From an optimization exercise on the open Yosys and OpenROAD flow, aimed at small area and few clock cycles; shortcuts taken in it are not production practice. The RTL was checked by simulation tests, not by an equivalence proof against the original design. Power and IR drop assume default switching activity.

### config.mk
export PLATFORM = sky130hd
export DESIGN_NAME = dla_top
export DESIGN_NICKNAME = dla_top
export VERILOG_FILES = /design/flow/design.v
export SDC_FILE = /design/flow/constraint.sdc
export NUM_CORES = 4
export LEC_CHECK = 0
export ABC_AREA = 1
export CAP_MARGIN = 20
export CORE_MARGIN = 2
export CORE_UTILIZATION = 70
export CTS_BUF_LIST = sky130_fd_sc_hd__clkbuf_16
export CTS_CLUSTER_DIAMETER = 60
export CTS_CLUSTER_SIZE = 40
export SLEW_MARGIN = 20
### constraint.sdc
create_clock -name core_clock -period 12.0 [get_ports {clk}]
set_input_delay 2.4000 -clock core_clock [delete_from_list [all_inputs] [get_ports {clk}]]
set_output_delay 2.4000 -clock core_clock [all_outputs]
set_load 0.01 [all_outputs]
### design.v
`timescale 1ns/1ps
module cmd_decode (
    input  logic                          clk,
    input  logic                          i_rst_n,
    input  logic                          i_cmd_req,
    input  logic [1:0]                    i_cmd_op,
    input  logic [15:0]                   i_scale_data,
    output logic                          o_cmd_ack,
    output logic                          o_wr_kernel,    
    output logic                          o_wr_window,    
    output logic                          o_run,          
    output logic [16-1:0]   o_scale,
    input  logic                          i_run_ok,       
    input  logic                          i_scale_ok      
);
    logic take;
    logic wrote_q;   
    assign take        = i_rst_n && i_cmd_req && !o_cmd_ack &&
                         (i_cmd_op[1] == 1'b0 ||
                          (i_cmd_op == 2'(2) && i_scale_ok) ||
                          (i_cmd_op == 2'(3) && i_run_ok && !wrote_q));
    assign o_wr_kernel = take && (i_cmd_op == 2'(0));
    assign o_wr_window = take && (i_cmd_op == 2'(1));
    assign o_run       = take && (i_cmd_op == 2'(3));
    always_ff @(posedge clk) begin
        if (!i_rst_n) begin
            o_cmd_ack <= 1'b0;
            wrote_q   <= 1'b1;   
            o_scale   <= 16'(1);   
        end else begin
            if (o_cmd_ack)
                o_cmd_ack <= i_cmd_req;   
            else
                o_cmd_ack <= take;
            wrote_q <= o_wr_kernel || o_wr_window;
            if (take && i_cmd_op == 2'(2))
                o_scale <= i_scale_data;
        end
    end
endmodule
`timescale 1ns/1ps
module tern_lane (
    input  logic                                clk,
    input  logic                                i_rst_n,
    input  logic                                i_wr_kernel,
    input  logic                                i_wr_window,
    input  logic [2-1:0]           i_sel_lane,
    input  logic [(9*8)-1:0]         i_data,       
    output logic signed [(8+4)-1:0] o_sum        
);
    localparam int KB = (9*2);
    localparam int WB = (9*8);
    localparam int FW = 8;
    localparam int NT = 9;
    localparam int SW = (8+4);
    localparam logic [SW-1:0] OFS = (1 << SW) - NT * (1 << (FW-1));
    logic [KB-1:0] kern_q [4];
    logic [WB-1:0] win_q  [4];
    logic [3:0]    wvld_q;       
    logic [1:0]    rot_q;        
    logic [1:0]    dst;          
    logic [KB-1:0] kern_d;
    assign dst = i_sel_lane + rot_q + 2'd1;
    always_comb begin
        kern_d = i_data[KB-1:0];
        for (int t = 0; t < NT; t++)
            kern_d[2*t] = i_data[2*t] & i_rst_n;
    end
    always_ff @(posedge clk) begin
        if (!i_rst_n)
            rot_q <= 2'd0;
        else
            rot_q <= rot_q + 2'd1;
    end
    for (genvar s = 0; s < 4; s++) begin : g_slot
        localparam int P = (s + 3) % 4;   
        logic hit_k, hit_w;
        assign hit_k = !i_rst_n || (i_wr_kernel && dst == 2'(s));
        assign hit_w = i_wr_window && dst == 2'(s);
        always_ff @(posedge clk) begin
            kern_q[s] <= hit_k ? kern_d : kern_q[P];
            win_q[s]  <= hit_w ? i_data : win_q[P];
            wvld_q[s] <= i_rst_n && (hit_w || wvld_q[P]);
        end
    end
    logic [FW-1:0] u   [NT];
    logic [NT-1:0] cin;
    always_comb begin
        logic          z, n;
        logic [FW-1:0] y;
        for (int t = 0; t < NT; t++) begin
            z      = kern_q[0][2*t] & wvld_q[0];
            n      = kern_q[0][2*t+1];
            y      = (win_q[0][FW*t +: FW] ^ {FW{n}}) & {FW{z}};
            u[t]   = {~y[FW-1], y[FW-2:0]};
            cin[t] = z & n;
        end
    end
    always_comb begin
        o_sum = OFS;
        for (int t = 0; t < NT; t++)
            o_sum = o_sum + {{(SW-FW){1'b0}}, u[t]} + {{(SW-1){1'b0}}, cin[t]};
    end
endmodule
`timescale 1ns/1ps
module chan_accum (
    input  logic                                   clk,
    input  logic                                   i_rst_n,
    input  logic signed [(8+4)-1:0]  i_lane_sum,   
    input  logic                                   i_run,
    input  logic signed [16-1:0]     i_scale,
    output logic                                   o_run_ok,
    output logic                                   o_scale_ok,
    output logic                                   o_res_req,
    input  logic                                   i_res_ack,
    output logic [32-1:0]           o_res_data
);
    localparam int CW = ((8+4)+2);   
    localparam int SC = 16;      
    localparam int PW = CW + 3;                
    localparam int QW = PW + SC - 4;           
    logic signed [(8+4)-1:0] hist_q;   
    logic signed [CW-1:0]                  acc_q;    
    logic [1:0]                            cnt_q;    
    logic [2:0]                            mcnt_q;   
    logic [QW-1:0]                         prod_q;   
    logic                                  bm1_q;    
    logic                                  tset_q;   
    logic                                  pend_q;   
    logic                                  drop_q;   
    logic                                  acc_last;
    logic                                  mul_last;
    logic                                  reg_free;    
    logic                                  mul_start;
    assign acc_last = (cnt_q == 2'd1);
    assign mul_last = (mcnt_q == 3'd1);
    assign reg_free  = (mcnt_q == 3'd0) && !pend_q && (!o_res_req || i_res_ack);
    assign mul_start = (acc_last || tset_q) && reg_free;
    always_ff @(posedge clk)
        hist_q <= i_lane_sum;
    localparam int LW = (8+4);
    logic signed [CW-1:0] acc_base;   
    logic signed [CW-1:0] lane_ext;
    assign acc_base = i_run ? {{(CW-LW){hist_q[LW-1]}}, hist_q} : acc_q;
    assign lane_ext = {{(CW-LW){i_lane_sum[LW-1]}}, i_lane_sum};
    logic [CW-1:0] acc_sum;
    logic as_1;
    logic as_2;
    logic as_3;
    logic as_4;
    logic as_5;
    logic as_6;
    logic as_7;
    logic as_8;
    logic as_9;
    logic as_10;
    logic as_11;
    logic as_12;
    logic as_13;
    logic as_14;
    logic as_15;
    logic as_16;
    logic as_17;
    logic as_18;
    logic as_19;
    logic as_20;
    logic as_21;
    logic as_22;
    logic as_23;
    logic as_24;
    logic as_25;
    logic as_26;
    logic as_27;
    logic as_28;
    assign as_1 = acc_base[0] ^ lane_ext[0];
    assign as_2 = acc_base[0] & lane_ext[0];
    assign as_3 = acc_base[1] ^ lane_ext[1] ^ as_2;
    assign as_4 = (acc_base[1] & lane_ext[1]) | (as_2 & (acc_base[1] ^ lane_ext[1]));
    assign as_5 = acc_base[2] ^ lane_ext[2] ^ as_4;
    assign as_6 = (acc_base[2] & lane_ext[2]) | (as_4 & (acc_base[2] ^ lane_ext[2]));
    assign as_7 = acc_base[3] ^ lane_ext[3] ^ as_6;
    assign as_8 = (acc_base[3] & lane_ext[3]) | (as_6 & (acc_base[3] ^ lane_ext[3]));
    assign as_9 = acc_base[4] ^ lane_ext[4] ^ as_8;
    assign as_10 = (acc_base[4] & lane_ext[4]) | (as_8 & (acc_base[4] ^ lane_ext[4]));
    assign as_11 = acc_base[5] ^ lane_ext[5] ^ as_10;
    assign as_12 = (acc_base[5] & lane_ext[5]) | (as_10 & (acc_base[5] ^ lane_ext[5]));
    assign as_13 = acc_base[6] ^ lane_ext[6] ^ as_12;
    assign as_14 = (acc_base[6] & lane_ext[6]) | (as_12 & (acc_base[6] ^ lane_ext[6]));
    assign as_15 = acc_base[7] ^ lane_ext[7] ^ as_14;
    assign as_16 = (acc_base[7] & lane_ext[7]) | (as_14 & (acc_base[7] ^ lane_ext[7]));
    assign as_17 = acc_base[8] ^ lane_ext[8] ^ as_16;
    assign as_18 = (acc_base[8] & lane_ext[8]) | (as_16 & (acc_base[8] ^ lane_ext[8]));
    assign as_19 = acc_base[9] ^ lane_ext[9] ^ as_18;
    assign as_20 = (acc_base[9] & lane_ext[9]) | (as_18 & (acc_base[9] ^ lane_ext[9]));
    assign as_21 = acc_base[10] ^ lane_ext[10] ^ as_20;
    assign as_22 = (acc_base[10] & lane_ext[10]) | (as_20 & (acc_base[10] ^ lane_ext[10]));
    assign as_23 = acc_base[11] ^ lane_ext[11] ^ as_22;
    assign as_24 = (acc_base[11] & lane_ext[11]) | (as_22 & (acc_base[11] ^ lane_ext[11]));
    assign as_25 = acc_base[12] ^ lane_ext[12] ^ as_24;
    assign as_26 = (acc_base[12] & lane_ext[12]) | (as_24 & (acc_base[12] ^ lane_ext[12]));
    assign as_27 = acc_base[13] ^ lane_ext[13] ^ as_26;
    assign as_28 = (acc_base[13] & lane_ext[13]) | (as_26 & (acc_base[13] ^ lane_ext[13]));
    assign acc_sum = {as_27, as_25, as_23, as_21, as_19, as_17, as_15, as_13, as_11, as_9, as_7, as_5, as_3, as_1};
    always_ff @(posedge clk) begin
        if (i_run || cnt_q != 2'd0)
            acc_q <= acc_sum;
    end
    logic [SC-1:0]        lo;
    logic signed [SC-1:0] hi;
    logic [2:0]           dg0, dg1;
    logic [PW-1:0]        pp0, pp1;
    logic                 n0, n1;
    logic signed [PW-1:0] step_sum;
    assign lo  = prod_q[SC-1:0];
    assign hi  = {{(32-QW){prod_q[QW-1]}}, prod_q[QW-1:SC]};
    assign dg0 = {lo[1], lo[0], bm1_q};
    assign dg1 = {lo[3], lo[2], lo[1]};
    logic [PW-1:0] m1, m2;   
    assign m1 = {{(PW-CW){acc_q[CW-1]}}, acc_q};
    assign m2 = {m1[PW-2:0], 1'b0};
    logic [PW-1:0] mag0, mag1;
    assign mag0 = (dg0[0] ^ dg0[1]) ? m1 : (dg0[2] ^ dg0[1]) ? m2 : '0;
    assign mag1 = (dg1[0] ^ dg1[1]) ? m1 : (dg1[2] ^ dg1[1]) ? m2 : '0;
    assign n0  = dg0[2];
    assign n1  = dg1[2];
    assign pp0 = mag0 ^ {PW{n0}};
    assign pp1 = mag1 ^ {PW{n1}};
    logic [PW-1:0] hi_ext;
    assign hi_ext   = {hi[SC-1], hi};
    logic bs_1;
    logic bs_2;
    logic bs_3;
    logic bs_4;
    logic bs_5;
    logic bs_6;
    logic bs_7;
    logic bs_8;
    logic bs_9;
    logic bs_10;
    logic bs_11;
    logic bs_12;
    logic bs_13;
    logic bs_14;
    logic bs_15;
    logic bs_16;
    logic bs_17;
    logic bs_18;
    logic bs_19;
    logic bs_20;
    logic bs_21;
    logic bs_22;
    logic bs_23;
    logic bs_24;
    logic bs_25;
    logic bs_26;
    logic bs_27;
    logic bs_28;
    logic bs_29;
    logic bs_30;
    logic bs_31;
    logic bs_32;
    logic bs_33;
    logic bs_34;
    logic bs_35;
    logic bs_36;
    logic bs_37;
    logic bs_38;
    logic bs_39;
    logic bs_40;
    logic bs_41;
    logic bs_42;
    logic bs_43;
    logic bs_44;
    logic bs_45;
    logic bs_46;
    logic bs_47;
    logic bs_48;
    logic bs_49;
    logic bs_50;
    logic bs_51;
    logic bs_52;
    logic bs_53;
    logic bs_54;
    logic bs_55;
    logic bs_56;
    logic bs_57;
    logic bs_58;
    logic bs_59;
    logic bs_60;
    logic bs_61;
    logic bs_62;
    logic bs_63;
    logic bs_64;
    assign bs_1 = n0 ^ pp0[0] ^ hi_ext[0];
    assign bs_2 = (n0 & pp0[0]) | (hi_ext[0] & (n0 ^ pp0[0]));
    assign bs_3 = n1 ^ pp1[0] ^ pp0[2];
    assign bs_4 = (n1 & pp1[0]) | (pp0[2] & (n1 ^ pp1[0]));
    assign bs_5 = pp1[1] ^ pp0[3] ^ hi_ext[3];
    assign bs_6 = (pp1[1] & pp0[3]) | (hi_ext[3] & (pp1[1] ^ pp0[3]));
    assign bs_7 = pp1[2] ^ pp0[4] ^ hi_ext[4];
    assign bs_8 = (pp1[2] & pp0[4]) | (hi_ext[4] & (pp1[2] ^ pp0[4]));
    assign bs_9 = pp1[3] ^ pp0[5] ^ hi_ext[5];
    assign bs_10 = (pp1[3] & pp0[5]) | (hi_ext[5] & (pp1[3] ^ pp0[5]));
    assign bs_11 = pp1[4] ^ pp0[6] ^ hi_ext[6];
    assign bs_12 = (pp1[4] & pp0[6]) | (hi_ext[6] & (pp1[4] ^ pp0[6]));
    assign bs_13 = pp1[5] ^ pp0[7] ^ hi_ext[7];
    assign bs_14 = (pp1[5] & pp0[7]) | (hi_ext[7] & (pp1[5] ^ pp0[7]));
    assign bs_15 = pp1[6] ^ pp0[8] ^ hi_ext[8];
    assign bs_16 = (pp1[6] & pp0[8]) | (hi_ext[8] & (pp1[6] ^ pp0[8]));
    assign bs_17 = pp1[7] ^ pp0[9] ^ hi_ext[9];
    assign bs_18 = (pp1[7] & pp0[9]) | (hi_ext[9] & (pp1[7] ^ pp0[9]));
    assign bs_19 = pp1[8] ^ pp0[10] ^ hi_ext[10];
    assign bs_20 = (pp1[8] & pp0[10]) | (hi_ext[10] & (pp1[8] ^ pp0[10]));
    assign bs_21 = pp1[9] ^ pp0[11] ^ hi_ext[11];
    assign bs_22 = (pp1[9] & pp0[11]) | (hi_ext[11] & (pp1[9] ^ pp0[11]));
    assign bs_23 = pp1[10] ^ pp0[12] ^ hi_ext[12];
    assign bs_24 = (pp1[10] & pp0[12]) | (hi_ext[12] & (pp1[10] ^ pp0[12]));
    assign bs_25 = pp1[11] ^ pp0[13] ^ hi_ext[13];
    assign bs_26 = (pp1[11] & pp0[13]) | (hi_ext[13] & (pp1[11] ^ pp0[13]));
    assign bs_27 = pp1[12] ^ pp0[14] ^ hi_ext[14];
    assign bs_28 = (pp1[12] & pp0[14]) | (hi_ext[14] & (pp1[12] ^ pp0[14]));
    assign bs_29 = pp1[13] ^ pp0[15] ^ hi_ext[15];
    assign bs_30 = (pp1[13] & pp0[15]) | (hi_ext[15] & (pp1[13] ^ pp0[15]));
    assign bs_31 = pp1[14] ^ pp0[16] ^ hi_ext[16];
    assign bs_32 = (pp1[14] & pp0[16]) | (hi_ext[16] & (pp1[14] ^ pp0[16]));
    assign bs_33 = pp0[1] ^ hi_ext[1] ^ bs_2;
    assign bs_34 = (pp0[1] & hi_ext[1]) | (bs_2 & (pp0[1] ^ hi_ext[1]));
    assign bs_35 = hi_ext[2] ^ bs_3 ^ bs_34;
    assign bs_36 = (hi_ext[2] & bs_3) | (bs_34 & (hi_ext[2] ^ bs_3));
    assign bs_37 = bs_5 ^ bs_4 ^ bs_36;
    assign bs_38 = (bs_5 & bs_4) | (bs_36 & (bs_5 ^ bs_4));
    assign bs_39 = bs_7 ^ bs_6 ^ bs_38;
    assign bs_40 = (bs_7 & bs_6) | (bs_38 & (bs_7 ^ bs_6));
    assign bs_41 = bs_9 ^ bs_8 ^ bs_40;
    assign bs_42 = (bs_9 & bs_8) | (bs_40 & (bs_9 ^ bs_8));
    assign bs_43 = bs_11 ^ bs_10 ^ bs_42;
    assign bs_44 = (bs_11 & bs_10) | (bs_42 & (bs_11 ^ bs_10));
    assign bs_45 = bs_13 ^ bs_12 ^ bs_44;
    assign bs_46 = (bs_13 & bs_12) | (bs_44 & (bs_13 ^ bs_12));
    assign bs_47 = bs_15 ^ bs_14 ^ bs_46;
    assign bs_48 = (bs_15 & bs_14) | (bs_46 & (bs_15 ^ bs_14));
    assign bs_49 = bs_17 ^ bs_16 ^ bs_48;
    assign bs_50 = (bs_17 & bs_16) | (bs_48 & (bs_17 ^ bs_16));
    assign bs_51 = bs_19 ^ bs_18 ^ bs_50;
    assign bs_52 = (bs_19 & bs_18) | (bs_50 & (bs_19 ^ bs_18));
    assign bs_53 = bs_21 ^ bs_20 ^ bs_52;
    assign bs_54 = (bs_21 & bs_20) | (bs_52 & (bs_21 ^ bs_20));
    assign bs_55 = bs_23 ^ bs_22 ^ bs_54;
    assign bs_56 = (bs_23 & bs_22) | (bs_54 & (bs_23 ^ bs_22));
    assign bs_57 = bs_25 ^ bs_24 ^ bs_56;
    assign bs_58 = (bs_25 & bs_24) | (bs_56 & (bs_25 ^ bs_24));
    assign bs_59 = bs_27 ^ bs_26 ^ bs_58;
    assign bs_60 = (bs_27 & bs_26) | (bs_58 & (bs_27 ^ bs_26));
    assign bs_61 = bs_29 ^ bs_28 ^ bs_60;
    assign bs_62 = (bs_29 & bs_28) | (bs_60 & (bs_29 ^ bs_28));
    assign bs_63 = bs_31 ^ bs_30 ^ bs_62;
    assign bs_64 = (bs_31 & bs_30) | (bs_62 & (bs_31 ^ bs_30));
    assign step_sum = {bs_63, bs_61, bs_59, bs_57, bs_55, bs_53, bs_51, bs_49, bs_47, bs_45, bs_43, bs_41, bs_39, bs_37, bs_35, bs_33, bs_1};
    always_ff @(posedge clk) begin
        if (mul_start) begin
            prod_q     <= {{(QW-SC){1'b0}}, i_scale};
            bm1_q      <= 1'b0;
        end else if (mcnt_q != 3'd0) begin
            prod_q     <= {step_sum, lo[SC-1:4]};
            bm1_q      <= lo[3];
        end
    end
    always_ff @(posedge clk) begin
        if (!i_rst_n) begin
            cnt_q     <= 2'd0;
            mcnt_q    <= 3'd0;
            tset_q    <= 1'b0;
            pend_q    <= 1'b0;
            drop_q    <= 1'b0;
            o_res_req <= 1'b0;
        end else begin
            if (i_run)
                cnt_q <= 2'd2;
            else if (cnt_q != 2'd0)
                cnt_q <= cnt_q - 2'd1;
            tset_q <= (acc_last || tset_q) && !reg_free;
            if (mul_start)
                mcnt_q <= 3'd4;
            else if (mcnt_q != 3'd0)
                mcnt_q <= mcnt_q - 3'd1;
            if (o_res_req) begin
                if (i_res_ack) begin
                    o_res_req <= 1'b0;
                    drop_q    <= 1'b1;
                end
            end else if (drop_q) begin
                if (!i_res_ack)
                    drop_q <= 1'b0;
            end else if (mul_last || pend_q) begin
                o_res_req <= 1'b1;
                pend_q    <= 1'b0;
            end
            if (mul_last && (o_res_req || drop_q))
                pend_q <= 1'b1;
        end
    end
    assign o_run_ok   = (cnt_q == 2'd0) && !tset_q && (mcnt_q <= 3'd1);
    assign o_scale_ok = (cnt_q != 2'd2) && !((acc_last || tset_q) && !reg_free);
    assign o_res_data = {{(32-QW){prod_q[QW-1]}}, prod_q};
endmodule
`timescale 1ns/1ps
module dla_top (
    input  logic                            clk,
    input  logic                            i_rst_n,
    input  logic                            i_cmd_req,
    input  logic [1:0]                      i_cmd_op,
    input  logic [2-1:0]       i_cmd_lane,
    input  logic [(9*8)-1:0]     i_cmd_data,
    output logic                            o_cmd_ack,
    output logic                            o_res_req,
    input  logic                            i_res_ack,
    output logic [32-1:0]    o_res_data
);
    logic                                     wr_kernel;
    logic                                     wr_window;
    logic                                     run;
    logic                                     run_ok;
    logic                                     scale_ok;
    logic [16-1:0]              scale;
    logic signed [(8+4)-1:0]    lane_sum;
    cmd_decode instruction_decoder (
        .clk          (clk),
        .i_rst_n      (i_rst_n),
        .i_cmd_req    (i_cmd_req),
        .i_cmd_op     (i_cmd_op),
        .i_scale_data (i_cmd_data[16-1:0]),
        .o_cmd_ack    (o_cmd_ack),
        .o_wr_kernel  (wr_kernel),
        .o_wr_window  (wr_window),
        .o_run        (run),
        .o_scale      (scale),
        .i_run_ok     (run_ok),
        .i_scale_ok   (scale_ok)
    );
    tern_lane ternary_lanes (
        .clk         (clk),
        .i_rst_n     (i_rst_n),
        .i_wr_kernel (wr_kernel),
        .i_wr_window (wr_window),
        .i_sel_lane  (i_cmd_lane),
        .i_data      (i_cmd_data),
        .o_sum       (lane_sum)
    );
    chan_accum channel_adder_tree (
        .clk        (clk),
        .i_rst_n    (i_rst_n),
        .i_lane_sum (lane_sum),
        .i_run      (run),
        .i_scale    (scale),
        .o_run_ok   (run_ok),
        .o_scale_ok (scale_ok),
        .o_res_req  (o_res_req),
        .i_res_ack  (i_res_ack),
        .o_res_data (o_res_data)
    );
endmodule
### run.sh
#!/bin/bash
# synth_recipe.tcl (not shown) runs the flow's synth.tcl, then flattens the netlist and writes it again
# the make line also repeats each setting of config.mk as NAME=value (left out here)
make -C /OpenROAD-flow-scripts/flow DESIGN_CONFIG=/design/flow/config.mk WORK_HOME=/design/flow/orfs CLKGATE_MAP_FILE= SYNTH_SCRIPT=/design/flow/synth_recipe.tcl finish
==> flow_metrics.tcl, run 1 <==
set metrics [dict create \
    synth-seq-cells 449 \
    slew-limit-headroom_pct 36.74 \
    multiInputGateArea_um2 8592 \
    clockBufferDepth 3 \
    first_iter_violations 1135 \
    synth_top_cells_by_area "dfxtp_1 43%, o21ai_0 11%, fa_1 10%, nand2_1 9.6%, edfxtp_1 4.7%" \
    outcome "complete, no violations" \
    wl_per_cell_um 16.49 \
    ys_types 37 \
    h-tree-depth 1 \
    cap_violations 0 \
    crit_top_cell "fa_1" \
    drive_gt1_share_pct 3.266 \
    fin_skew_ps 31.04 \
    start_util_pct 71.68 \
    min_path_cells 2 \
    grt_start_max_net_pins 85 \
    worstMarginPinSlew_ps 946.9 \
    dp_slack_ps 1267 \
    cts_resized 0 \
    synth_area_per_cell_um2 8.734 \
    syn2layout_area_growth_pct 10.10 \
    ant_nets 0 \
    crit_fanout 13 \
    rows 60 \
    setup_viol 0 \
    p_int_mw 3.210 \
    cpPeakStageDelay_ps 690 \
    antenna_found_initial 0 \
    reg2reg_to "channel_adder_tree.acc_q[13]$_DFFE_PP_" \
    sw_frac_of_total_pct 35.17 \
    fin_ws_ps 1437 \
    cp-end-kind "flop" \
    seqPwrFrac_pct 42.7 \
    crit_buf_inv 1 \
    vias 14560 \
    path_class "reg2reg" \
    fin_total_pwr_mw 4.951 \
    post_cts_buffers 0 \
    worstHoldStart "ternary_lanes.win_q[1][33]$_DFF_P_" \
    power.switching_mw 1.741 \
    pin_count 114 \
    fin_nets 2453 \
    drt_pre_antenna_iters 5 \
    final_cell_mix "496 x nand2_1, 419 x dfxtp_1, 408 x o21ai_0" \
    hold_class "reg2reg" \
    post-route-period-util_pct 88.02 \
    reg2regPathDepth 25 \
    insertedDiodeCount 0 \
    fin_tns_setup_ps 0 \
    cp_slowest_cell "dfxtp_1" \
    yosysTopAreaCell "dfxtp_1" \
    gp_congestion 0.9852 \
    yosys.area.top_type_share_pct 43.30 \
    postSynthCellCount 2218 \
    synth_warnings 6 \
    timing.rr.start "ternary_lanes.wvld_q[0]$_DFF_P_" \
    cts_buffers 28 \
    grt_util_all_layers_pct 30.18 \
    cts_tree "done" \
    hold_end "ternary_lanes.win_q[2][33]$_DFF_P_" \
    ir_drop_mv 0.2050 \
    hold_violations 0 \
    clock-sinks 449 \
    finalCriticalPeriod_ps 10560 \
    p_comb_share_pct 35.9 \
    dp.final_hpwl_um 30050 \
    p_per_area_nw_per_um2 232.2 \
    nFillCells 1933 \
    worst-path-stages 25 \
    dieArea_um2 29020 \
    fmax_ghz 0.09467 \
    wl_um 42980 \
    io_buffers 113 \
    clk_pin_slew_ps 90 \
    rrSetupSlack_ps 1440 \
    seq_area_um2 9289 \
    drc 0 \
    required_ps 12340 \
    path_delay_family "adder cells" \
    grt_pass1_vias 13640 \
    grt_overflow 0 \
    layout_commonest_cell "nand2_1" \
    cts_hold_buf 0 \
    cp.arrival_ps 10900 \
    synth_fp_nets 2426 \
    power_frac_clock_pct 21.4 \
    core_um2 27030 \
    synth_area_um2 19370 \
    die_w_um 170.4 \
    cts_root_buf "clkbuf_16" \
    leakagePower_nw 9.275 \
    slew_viol_final 0 \
    rsz0062_at_grt "no" \
    seq_area_frac_synth_pct 47.95 \
    insertion_delay_ps 590 \
    start_kind "flop" \
    vias_per_cell 5.583 \
    die-height_um 170.4 \
    grt_pass1_wl_um 69560 \
    hold-worst-slack_ps 423.2 \
]
## power groups by stage
stage | sequential [mW] | clock [mW] | combinational [mW]
after floorplan | 2.06 | 0 | 1.32
after global placement | 2.13 | 0 | 1.70
after detailed placement | 2.14 | 0 | 1.76
after CTS | 2.11 | 1.07 | 1.78
after global routing | 2.14 | 1.13 | 2.05
final | 2.11 | 1.06 | 1.78
## Yosys cell counts
cell and number:
clkbuf_1 76, inv_1 214, nand3b_1 1, o21ai_0 408, buf_2 9, a21oi_1 98
and3_1 1, xor2_1 36, or2_1 1, buf_4 6, o22ai_1 13, inv_2 1
o211ai_1 2, o21ai_1 21, nand2_1 496, buf_6 24, xnor2_1 35, fa_1 101
or3_1 1, buf_1 10, nor2_1 62, dfxtp_1 419, nand2_2 4, nand3_2 5
a21o_1 2, a211oi_1 1, or2_2 3, nand4_1 6, nor2_8 1, a21boi_1 1
nor3_1 3, nand3_4 4, a31oi_1 3, edfxtp_1 30, o21bai_1 2, ha_1 27
nand3_1 91
## through the flow
| step | area (um2) | std cells | utilization (%) |
|---|---|---|---|
| 4_1_cts | 21330 | 2607 | 78.91 |
| 3_5_place_dp | 20310 | 2556 | 75.15 |
| 5_1_grt | 21330 | 2607 | 78.91 |
| 6_report | 21330 | 2607 | 78.91 |
| 3_3_place_gp | 20310 | 2556 | 75.15 |
| 2_1_floorplan | 19370 | 2218 | - |
## worst min-delay path, cell delays in order (launching register included)
cell	delay (ps)
dfxtp_1	310
nand2_1	50
o21ai_0	50
## cell families (layout without fill, tap and decap cells)
| family | count (synthesis) | in the layout | synth area share, % |
|---|---|---|---|
| AND/OR/NAND/NOR | 679 | 679 | 14.52 |
| AO/OA/AOI/OAI | 551 | 551 | 14.44 |
| flip-flops | 449 | 449 | 47.95 |
| buffers and inverters | 340 | 388 | 7.693 |
| adder cells (fa/ha/maj) | 128 | 128 | 12.18 |
| XOR/XNOR | 71 | 71 | 3.210 |
## registers in the layout, summed over array words and instances, names as in the netlist
name / flops
instruction_decoder.wrote_q: 1
ternary_lanes.wvld_q: 4
instruction_decoder.o_cmd_ack: 1
channel_adder_tree.prod_q: 29
ternary_lanes.kern_q: 72
channel_adder_tree.o_res_req: 1
channel_adder_tree.bm1_q: 1
channel_adder_tree.hist_q: 12
instruction_decoder.o_scale: 16
channel_adder_tree.drop_q: 1
channel_adder_tree.pend_q: 1
channel_adder_tree.tset_q: 1
channel_adder_tree.acc_q: 14
ternary_lanes.rot_q: 2
channel_adder_tree.cnt_q: 2
ternary_lanes.win_q: 288
channel_adder_tree.mcnt_q: 3
## metal layers
layer  wire [um]  up-vias  GRT usage [%]
met5           0        -              0
met1       18880     6805          41.24
met4        1703        0          11.33
met2       19760      467          48.96
li1            -     7186              -
met3        2638       97          4.628
## area by class of cell
type / count / area share (%)
Sequential cell: 449 / 43.56
Multi-Input combinational cell: 1429 / 40.29
Timing Repair Buffer: 122 / 5.609
Inverter: 215 / 3.784
Clock buffer: 28 / 3.285
Tap cell: 341 / 2.001
Clock inverter: 23 / 1.478
## worst max path at each step
stage                                          startpoint  slack (ps)                                endpoint
after floorplan           ternary_lanes.wvld_q[0]$_DFF_P_        2060  channel_adder_tree.acc_q[13]$_DFFE_PP_
after global placement                        i_cmd_op[0]        1450  channel_adder_tree.acc_q[13]$_DFFE_PP_
after detailed placement                      i_cmd_op[0]        1270  channel_adder_tree.acc_q[13]$_DFFE_PP_
after CTS                 ternary_lanes.wvld_q[0]$_DFF_P_        1460  channel_adder_tree.acc_q[13]$_DFFE_PP_
after global routing      ternary_lanes.wvld_q[0]$_DFF_P_        1090  channel_adder_tree.acc_q[13]$_DFFE_PP_
final                     ternary_lanes.wvld_q[0]$_DFF_P_        1440  channel_adder_tree.acc_q[13]$_DFFE_PP_
Testbench counts, summed over its fixed seeds: cycles 24,524.
==> run 2: changes to the inputs <==
--- a/config.mk
+++ b/config.mk
@@ -10,6 +10,6 @@
 export CORE_MARGIN = 2
-export CORE_UTILIZATION = 70
+export CORE_UTILIZATION = 60
 export CTS_BUF_LIST = sky130_fd_sc_hd__clkbuf_16
 export CTS_CLUSTER_DIAMETER = 60
-export CTS_CLUSTER_SIZE = 40
+export CTS_CLUSTER_SIZE = 30
 export SLEW_MARGIN = 20
==> run 2 against run 1 <==
Still clean; total power increased by 0.37%; synthesized cell count unchanged; fmax increased by 0.69%; clock skew decreased by 2.3 ps; critical path type unchanged; critical endpoint unchanged; largest cell class unchanged; largest power group unchanged.
==> flow_metrics.tcl, run 2 <==
set metrics [dict create \
    outcome "complete, no violations" \
    grt_pass1_wl_um 71040 \
    fin_nets 2455 \
    fin_skew_ps 28.73 \
    start_util_pct 61.23 \
    gp_congestion 0.9117 \
    slew_viol_final 0 \
    h-tree-depth 1 \
    synth-seq-cells 449 \
    path_class "reg2reg" \
    drc 0 \
    post_cts_buffers 0 \
    rsz0062_at_grt "no" \
    largest_reg_flops 288 \
    post-route-period-util_pct 87.42 \
    ys_types 37 \
    fin_total_pwr_mw 4.969 \
    cts_resized 0 \
    insertedDiodeCount 0 \
    clock-sinks 449 \
    insertion_delay_ps 600 \
    worstMarginPinSlew_ps 918.8 \
    cts_root_buf "clkbuf_16" \
    grt_start_max_net_pins 91 \
    rows 65 \
    grt_overflow 0 \
    ir_drop_mv 0.1636 \
    cts_hold_buf 0 \
    p_per_area_nw_per_um2 231.3 \
    cp.arrival_ps 10830 \
    wl_um 43750 \
    die_w_um 183.7 \
    io_buffers 113 \
    vias_per_cell 5.316 \
    synth_edf_count 30 \
    wl_per_cell_um 16.37 \
    fmax_ghz 0.09533 \
    synth_area_per_cell_um2 8.734 \
    cts_buffers 30 \
    cpPeakStageDelay_ps 700 \
    final_cell_mix "496 x nand2_1, 419 x dfxtp_1, 408 x o21ai_0" \
    startpoint "ternary_lanes.wvld_q[0]$_DFF_P_" \
    first_iter_violations 1105 \
    vias 14210 \
    antenna_found_initial 0 \
    crit_top_cell "fa_1" \
    yosysTopAreaCell "dfxtp_1" \
    synth_area_um2 19370 \
    grt_util_all_layers_pct 26.40 \
    pin_count 114 \
    die-height_um 183.7 \
    fin_tns_setup_ps 0 \
    clk_pin_slew_ps 90 \
    seq_area_frac_synth_pct 47.95 \
    timing.rr.start "ternary_lanes.wvld_q[0]$_DFF_P_" \
    clockBufferDepth 3 \
    hold-worst-slack_ps 426.7 \
    cap_violations 0 \
    start_kind "flop" \
    max_flop_register "ternary_lanes.win_q" \
    drive_gt1_share_pct 3.611 \
    leakagePower_nw 9.298 \
    synth_most_common_cell "nand2_1" \
    postSynthCellCount 2218 \
    synth_fp_nets 2426 \
    syn2layout_area_growth_pct 10.90 \
    setup_viol 0 \
    cp_slowest_cell "dfxtp_1" \
    grt_pass1_vias 13490 \
    synth-async-reset-ratio_pct 0 \
    dp.final_hpwl_um 31100 \
    core_um2 31640 \
    synth_commonest_cells "496 x nand2_1, 419 x dfxtp_1, 408 x o21ai_0, 214 x inv_1, 101 x fa_1" \
    cts_tree "done" \
    ant_nets 0 \
    layout_commonest_cell "nand2_1" \
    drt_pre_antenna_iters 5 \
    crit_fanout 13 \
    cp-end-kind "flop" \
    hold_class "reg2reg" \
    hold_violations 0 \
    finalCriticalPeriod_ps 10490 \
    yosys.area.top_type_share_pct 43.30 \
    slew-limit-headroom_pct 38.62 \
    required_ps 12340 \
    ys.flop_type "dfxtp_1" \
    dieArea_um2 33740 \
    top_regs "ternary_lanes.win_q (288), ternary_lanes.kern_q (72), channel_adder_tree.prod_q (29)" \
    worstHoldStart "ternary_lanes.win_q[1][14]$_DFF_P_" \
    synth_top_cells_by_area "dfxtp_1 43%, o21ai_0 11%, fa_1 10%, nand2_1 9.6%, edfxtp_1 4.7%" \
    synth_warnings 6 \
]
==> run 2: area by class of cell <==
class	instances	area [um2]
multi-input cells	1429	8592
repair buffers	122	1196
fillers	2615	10150
clock inverters	26	344.1
well taps	402	503.0
inverters	215	807.0
clock buffers	30	750.7
flip-flops and latches	449	9289
==> run 2: worst max-delay path: cells and delay by family (launching register included) <==
kind                       cells  cell delay (ps)
AOI/OAI and AO/OA              2              330
adders and majority gates     19             8740
buffers and inverters          1               50
DFF                            1              700
and+or+nand+nor                3              450
==> run 2: logic make-up after synthesis <==
| logic type | count (synthesis) | synth area share [%] |
|---|---|---|
| flip-flops | 449 | 47.95 |
| XOR/XNOR | 71 | 3.210 |
| adder cells (fa/ha/maj) | 128 | 12.18 |
| buffers and inverters | 340 | 7.693 |
| AND/OR/NAND/NOR | 679 | 14.52 |
| AO/OA/AOI/OAI | 551 | 14.44 |
==> run 2: per-layer routing <==
| metal | up-vias | share of wire (%) | track usage (%) |
|---|---|---|---|
| li1 | 7191 | - | - |
| met1 | 6640 | 47 | 37.41 |
| met2 | 334 | 46 | 44.33 |
| met3 | 45 | 4.5 | 2.338 |
| met4 | 0 | 2.2 | 5.824 |
| met5 | - | 0 | 0 |
==> run 2: final timing paths <==
path	to	slack [ps]	cells after the start
worst max register to register	channel_adder_tree.acc_q[13]$_DFFE_PP_	1510	25
worst min register to register	ternary_lanes.win_q[2][14]$_DFF_P_	430	2
worst max-delay path	channel_adder_tree.acc_q[13]$_DFFE_PP_	1510	25
worst min-delay path	ternary_lanes.win_q[2][14]$_DFF_P_	430	2
==> run 2: through the flow <==
stage | util, % | area, um2 | std cells | setup slack [ps]
final | 67.90 | 21480 | 2673 | 1510
after global routing | 67.90 | 21480 | 2673 | 1124
after CTS | 67.90 | 21480 | 2673 | 1424
after detailed placement | 64.44 | 20390 | 2617 | 1293
after global placement | 64.44 | 20390 | 2617 | 1428
after floorplan | - | 19370 | 2218 | 2059
==> run 2: report_power, final <==
part | internal [mW] | leakage [nW] | switching [mW] | total, mW
sequential | 1.89 | 3.74 | 0.219 | 2.11
clock | 0.526 | 0.530 | 0.596 | 1.12
combinational | 0.817 | 5.03 | 0.923 | 1.74

-- static timing again, ports no longer ideal --
No port has a modelled driver above. Below, the same layouts with a new extraction and two added sets of constraints. Step 1 assumes that a clkbuf_16 drives the clock port and a buf_2 every other input. Step 2 moves the port delays by t, midway between the first and last clock arrival at a register: inputs arrive t later, outputs are due t later. That takes back most of the time a late clock gives input paths. a / b / c = ideal ports / drivers / drivers and shift; a / b = the first two.
run | shift t [ns] | setup slack, ns | hold slack, ns | worst setup path at the end | worst slew at a driven data input, ns
run 1 | 0.625 | 1.437 / 1.437 / 1.172 | 0.423 / 0.423 / 0.423 | input to register | 0.05
run 2 | 0.637 | 1.510 / 1.510 / 1.312 | 0.427 / 0.427 / 0.427 | input to register | 0.05
After both steps every run listed still meets setup and hold. For run 1, which loses most, drivers alone change the setup slack by 0.000 ns; drivers and shift together by -0.265 ns.
